Context: an optimization exercise on an open-source flow, tuned for small area, a short achievable clock period and few clock cycles per item. The choices shown serve that exercise and are no tape-out recipe. Power and IR drop assume default switching activity.

## blue
==> flow/design.v <==
module sha256_msg_sched #(
  parameter int IN_W   = 8,
  parameter int ROUNDS = 64
) (
  input  logic            clk,
  input  logic            rst,
  input  logic            abort,
  input  logic [IN_W-1:0] in_data,
  input  logic            in_valid,
  output logic            in_ready,
  output logic [31:0]     w_data,
  output logic [5:0]      w_idx,
  output logic            w_valid,
  input  logic            w_ready,
  output logic            busy,
  output logic            dbg_state
);
  logic [31:0] r_a [16];   
  logic [31:0] r_f [16];   
  logic [15:0] r_fv;       
  logic [31:0] r_s0x;      
  logic [31:0] r_s0a;      
  logic [31:0] r_e;        
  logic [31:0] r_s1x;      
  logic [31:0] r_out;      
  logic [31:0] r_h;        
  logic [23:0] r_pk;       
  logic [1:0]  r_b;        
  logic        r_hv;       
  logic [3:0]  r_hidx;
  logic [3:0]  r_lidx;     
  logic        r_v;        
  logic [5:0]  r_idxn;     
  logic [3:0]  r_ph;       
  logic [3:0]  r_fwe;      
  logic        r_alx;      
  logic        r_alc;      
  logic        r_nrdy;     
  logic        r_busy;
  logic [5:0]  r_idx;
  logic        w_fin;      
  logic        w_cmpl;     
  logic        w_fwr;
  logic        w_gona;     
  logic        w_gosel;    
  logic        w_xfer;
  logic        w_comp;
  logic [31:0] w_new;
  logic [31:0] w_a15;      
  logic [15:0] w_fv;
  logic        w_relabel_c, w_hv0, w_allv;
  logic [3:0]  w_ph1, w_d0, w_d1, w_fwe0, w_fwe1;
  logic        w_rdy0, w_rdy1;
  logic [5:0]  w_nnxt0, w_nnxt1;
  logic        w_ax0, w_ax1, w_ac0, w_ac1;
  logic [1:0]  n_b;
  logic        n_hv, n_v;
  logic [3:0]  n_hidx, n_lidx, n_ph, n_fwe;
  logic [5:0]  n_idx;
  function automatic logic [31:0] f_sigma0(input logic [31:0] x);
    f_sigma0 = ((x >> 7) | (x << 25)) ^ ((x >> 18) | (x << 14)) ^ (x >> 3);
  endfunction
  function automatic logic [31:0] f_sigma1(input logic [31:0] x);
    f_sigma1 = ((x >> 17) | (x << 15)) ^ ((x >> 19) | (x << 13)) ^ (x >> 10);
  endfunction
  function automatic logic [3:0] f_fwe(input logic hv, input logic [3:0] d,
                                       input logic [15:0] fv);
    f_fwe[0] = hv & (d == 4'd4)  & ~fv[5];
    f_fwe[1] = hv & (d == 4'd8)  & ~fv[9];
    f_fwe[2] = hv & (d == 4'd12) & ~fv[13];
    f_fwe[3] = hv & (d == 4'd0)  & ~fv[1];
  endfunction
  function automatic logic f_ax(input logic [5:0] nxt, input logic [3:0] ph,
                                input logic fv0, input logic allv);
    f_ax = (nxt[5:4] == 2'd0) & (ph == nxt[3:0]) & fv0 & ((nxt[3:0] != 4'd0) | allv);
  endfunction
  function automatic logic f_ac(input logic [5:0] nxt, input logic [3:0] ph);
    f_ac = (nxt[5:4] != 2'd0) & (ph == nxt[3:0]);
  endfunction
  assign r_idx     = ~r_idxn;
  assign in_ready  = ~r_nrdy;
  assign w_valid   = r_v;
  assign dbg_state = r_v;
  assign w_data    = r_out;
  assign w_idx     = r_idx;
  assign busy      = r_busy;
  assign w_fin   = in_valid & ~r_nrdy;
  assign w_cmpl  = w_fin & (r_b == 2'd3);
  assign w_fwr   = |r_fwe;
  assign w_gona  = ~r_v | w_ready;
  assign w_gosel = (r_alx | r_alc) & w_gona;
  assign w_xfer  = r_alx & w_gona & ~abort;
  assign w_comp  = r_alc & w_gona & ~abort;
  assign w_new   = r_s1x + r_e;
  assign w_a15   = w_comp ? w_new : (w_xfer ? r_f[0] : r_a[0]);
  always_comb begin
    for (int k = 0; k < 15; k++) w_fv[k] = r_fv[k+1];
    w_fv[3]  = r_fwe[0] | r_fv[4];
    w_fv[7]  = r_fwe[1] | r_fv[8];
    w_fv[11] = r_fwe[2] | r_fv[12];
    w_fv[15] = r_fwe[3] | (r_fv[0] & ~w_xfer);
    if (abort) w_fv = 16'd0;
  end
  assign w_relabel_c = (r_lidx == 4'd0) & (r_idx == 6'd63) & ~r_v & ~r_hv & ~(|r_fv);
  assign w_ph1  = r_ph + 4'd1;
  assign w_hv0  = r_hv & ~w_fwr;                        
  assign w_d0   = r_hidx - w_ph1;
  assign w_d1   = r_lidx - (w_relabel_c ? 4'd15 : w_ph1);
  assign w_fwe0 = f_fwe(w_hv0, w_d0, r_fv);
  assign w_fwe1 = f_fwe(1'b1, w_d1, r_fv);
  assign w_rdy0 = (r_b != 2'd3) | ~w_hv0 | (|w_fwe0);
  assign w_rdy1 = (r_b != 2'd2) | ~w_hv0 | (|w_fwe0);
  assign w_allv = (r_fwe[2] | r_fv[12]) & r_fv[11] & r_fv[10] & r_fv[9] &
                  (r_fwe[1] | r_fv[8]) & r_fv[7] & r_fv[6] & r_fv[5] &
                  (r_fwe[0] | r_fv[4]) & r_fv[3] & r_fv[2] & r_fv[1];
  assign w_nnxt0 = r_idx + 6'd1;
  assign w_nnxt1 = r_idx + 6'd2;
  assign w_ax0  = f_ax(w_nnxt0, w_ph1, r_fv[1], w_allv);
  assign w_ax1  = f_ax(w_nnxt1, w_ph1, r_fv[1], w_allv);
  assign w_ac0  = f_ac(w_nnxt0, w_ph1);
  assign w_ac1  = f_ac(w_nnxt1, w_ph1);
  always_comb begin
    n_b    = w_fin ? r_b + 2'd1 : r_b;
    n_hv   = w_cmpl | w_hv0;
    n_hidx = w_cmpl ? r_lidx : r_hidx;
    n_lidx = w_cmpl ? r_lidx + 4'd1 : r_lidx;
    n_ph   = (w_cmpl & w_relabel_c) ? 4'd15 : w_ph1;
    n_v    = w_gosel | (r_v & ~w_ready);
    n_idx  = w_gosel ? r_idx + 6'd1 : r_idx;
    n_fwe  = w_cmpl ? w_fwe1 : w_fwe0;
    if (abort) begin
      n_b    = 2'd0;
      n_hv   = 1'b0;
      n_lidx = 4'd0;
      n_v    = 1'b0;
      n_idx  = 6'd63;
      n_fwe  = 4'd0;
    end
  end
  always_ff @(posedge clk or posedge rst) begin
    if (rst) begin
      r_b    <= 2'd0;
      r_hv   <= 1'b0;
      r_lidx <= 4'd0;
      r_v    <= 1'b0;
      r_idxn <= 6'd0;
      r_fv   <= 16'd0;
      r_fwe  <= 4'd0;
      r_alx  <= 1'b0;
      r_alc  <= 1'b0;
      r_nrdy <= 1'b0;
      r_busy <= 1'b0;
    end else begin
      r_b    <= n_b;
      r_hv   <= n_hv;
      r_lidx <= n_lidx;
      r_v    <= n_v;
      r_idxn <= ~n_idx;
      r_fv   <= w_fv;
      r_fwe  <= n_fwe;
      r_alx  <= ~abort & (w_gosel ? w_ax1 : w_ax0);
      r_alc  <= ~abort & (w_gosel ? w_ac1 : w_ac0);
      r_nrdy <= ~abort & ~(w_fin ? w_rdy1 : w_rdy0);
      r_busy <= ~abort & ((w_fin ? (r_b != 2'd3) : (r_b != 2'd0)) | w_cmpl | w_hv0 |
                          (|r_fv[15:1]) | w_fwr | (r_fv[0] & ~(r_alx & w_gona)) |
                          w_gosel | (r_v & ~w_ready) |
                          (w_gosel ? (r_idx != 6'd62) : (r_idx != 6'd63)));
    end
  end
  always_ff @(posedge clk) begin
    r_ph   <= n_ph;
    r_hidx <= n_hidx;
    if (w_fin && r_b != 2'd3) r_pk <= {r_pk[15:0], in_data};
    if (w_cmpl) r_h <= {r_pk, in_data};
    if (w_comp | w_xfer) r_out <= w_a15;
    for (int i = 0; i < 15; i++) r_f[i] <= r_f[i+1];
    if (r_fwe[0]) r_f[3]  <= r_h;
    if (r_fwe[1]) r_f[7]  <= r_h;
    if (r_fwe[2]) r_f[11] <= r_h;
    if (r_fwe[3]) r_f[15] <= r_h;
    else          r_f[15] <= r_f[0];
    for (int i = 0; i < 15; i++) r_a[i] <= r_a[i+1];
    r_a[15] <= w_a15;
    r_s0x <= f_sigma0(r_a[4]);
    r_s0a <= r_s0x + r_a[2];
    r_e   <= r_s0a + r_a[10];
    r_s1x <= f_sigma1(r_a[15]);
  end
endmodule
Settings: LEC_CHECK=0, CAP_MARGIN=20, CORE_MARGIN=2, CORE_UTILIZATION=55, CTS_BUF_LIST=sky130_fd_sc_hd__clkbuf_8, CTS_CLUSTER_DIAMETER=45, CTS_CLUSTER_SIZE=20, SETUP_SLACK_MARGIN=2.3, SLEW_MARGIN=20; clock period 4.6 ns.
standard.sh (not shown) runs the stock make flow with config.mk's settings and CLKGATE_MAP_FILE= SYNTH_SCRIPT=/design/flow/synth_recipe.tcl, a recipe that flattens the netlist after the stock synthesis.
==> flow/flow/run.sh <==
#!/bin/bash
# Standard layout (the standard.sh), except that
#  - synthesis maps logic with a delay-driven abc script (flow/abc_fast.script)
#    and without the full/half-adder cell step; registers are mapped before abc
#    runs, exactly as in synth_recipe.tcl, so they are the standard ones;
#  - every input and output port is buffered with buf_4 rather than the
#    default (a slow delay buffer that the resizer may not swap);
#  - clock tree synthesis adds no dummy loads.
# Each step's full log is in orfs/logs/; make's own output is in flow_make.log.
set -euo pipefail
here=$(pwd)
{
  echo 'proc abc {args} {'
  echo '  set i [lsearch $args -script]'
  echo "  if {\$i >= 0} { lset args [expr {\$i+1}] $here/flow/abc_fast.script }"
  echo '  yosys abc {*}$args'
  echo '}'
  cat synth_recipe.tcl
} > my_synth.tcl
cts="-sink_clustering_enable -repair_clock_nets -sink_clustering_size 20 -sink_clustering_max_diameter 45 -buf_list sky130_fd_sc_hd__clkbuf_8 -dont_use_dummy_load"
extra="ADDER_MAP_FILE= ABC_CLOCK_PERIOD_IN_PS=1500 CTS_ARGS=\"$cts\" BUFFER_PORTS_ARGS=\"-buffer_cell sky130_fd_sc_hd__buf_4\""
sed -e "s#SYNTH_SCRIPT=[^ ]*#SYNTH_SCRIPT=$here/my_synth.tcl $extra#" standard.sh > my_standard.sh
bash my_standard.sh > flow_make.log 2>&1
==> flow/flow/abc_fast.script <==
&get -n
&st
&if -g
&st
&dch
&nf {D}
&put
buffer -c
topo
stime -c
upsize -c {D}
dnsize -c {D}
Looking at the reports, blue completed the entire flow and the layout it produced met the timing, design-rule and antenna checks.
The inputs of red differ from those of blue as listed below.
- changing SETUP_SLACK_MARGIN from 2.3 to 2.2
Findings:
Between blue and red, the flow reports power spent charging and discharging nets decreasing slightly. Worst setup slack down 0.076 ns in red wrt blue. red vs blue, start point of the critical path: r_fv[15]$_DFF_PP0_ vs r_fv[9]$_DFF_PP0_. blue → red: total power draw now smaller, overall routing resource usage now smaller, clock period minus final worst setup slack now larger, number of clock buffer instances in the layout now smaller. Taking blue as 1.0, red lands at 1.09 on met3 layer wire length in the routed design. [compare] base=blue new=red: register clock-pin slew on the reported worst setup and hold paths barely changed; worst setup slack after placement up 0.24 ns; fmax -13 MHz; core utilization decreased by 1.1 points relative to the old numbers.
No run of this note included a check of the RTL's function; only the layout flow was run.

[what the ideal ports hide]
How much do the figures lean on ideal ports? The routed layouts below were timed once more, with nothing changed but the port constraints.
Step 1 sets driving cells, clkbuf_16 on the clock port and buf_2 on the other inputs (assumed; they add their load-dependent delay and slew).
Step 2 adds t to the input delays and takes it off the output delays; t is the mean of the earliest and latest rising clock arrival at the registers after step 1. Input paths then give back, and output paths get back, about the clock's delay inside the block.
Slacks: ideal / step 1 / step 2; pairs: ideal / step 1.
run	shift t [ns]	setup WS [ns]	worst setup path at the end	latest minus earliest clock arrival (ns)
blue	0.753	2.193 / 2.193 / 1.862	input to register	0.114 / 0.114
red	0.770	2.117 / 2.117 / 1.717	input to register	0.109 / 0.108
After both steps setup and hold are still met in every run listed. The setup slack of red, which loses most, moves by 0.000 ns with the drivers and by -0.400 ns with both steps.
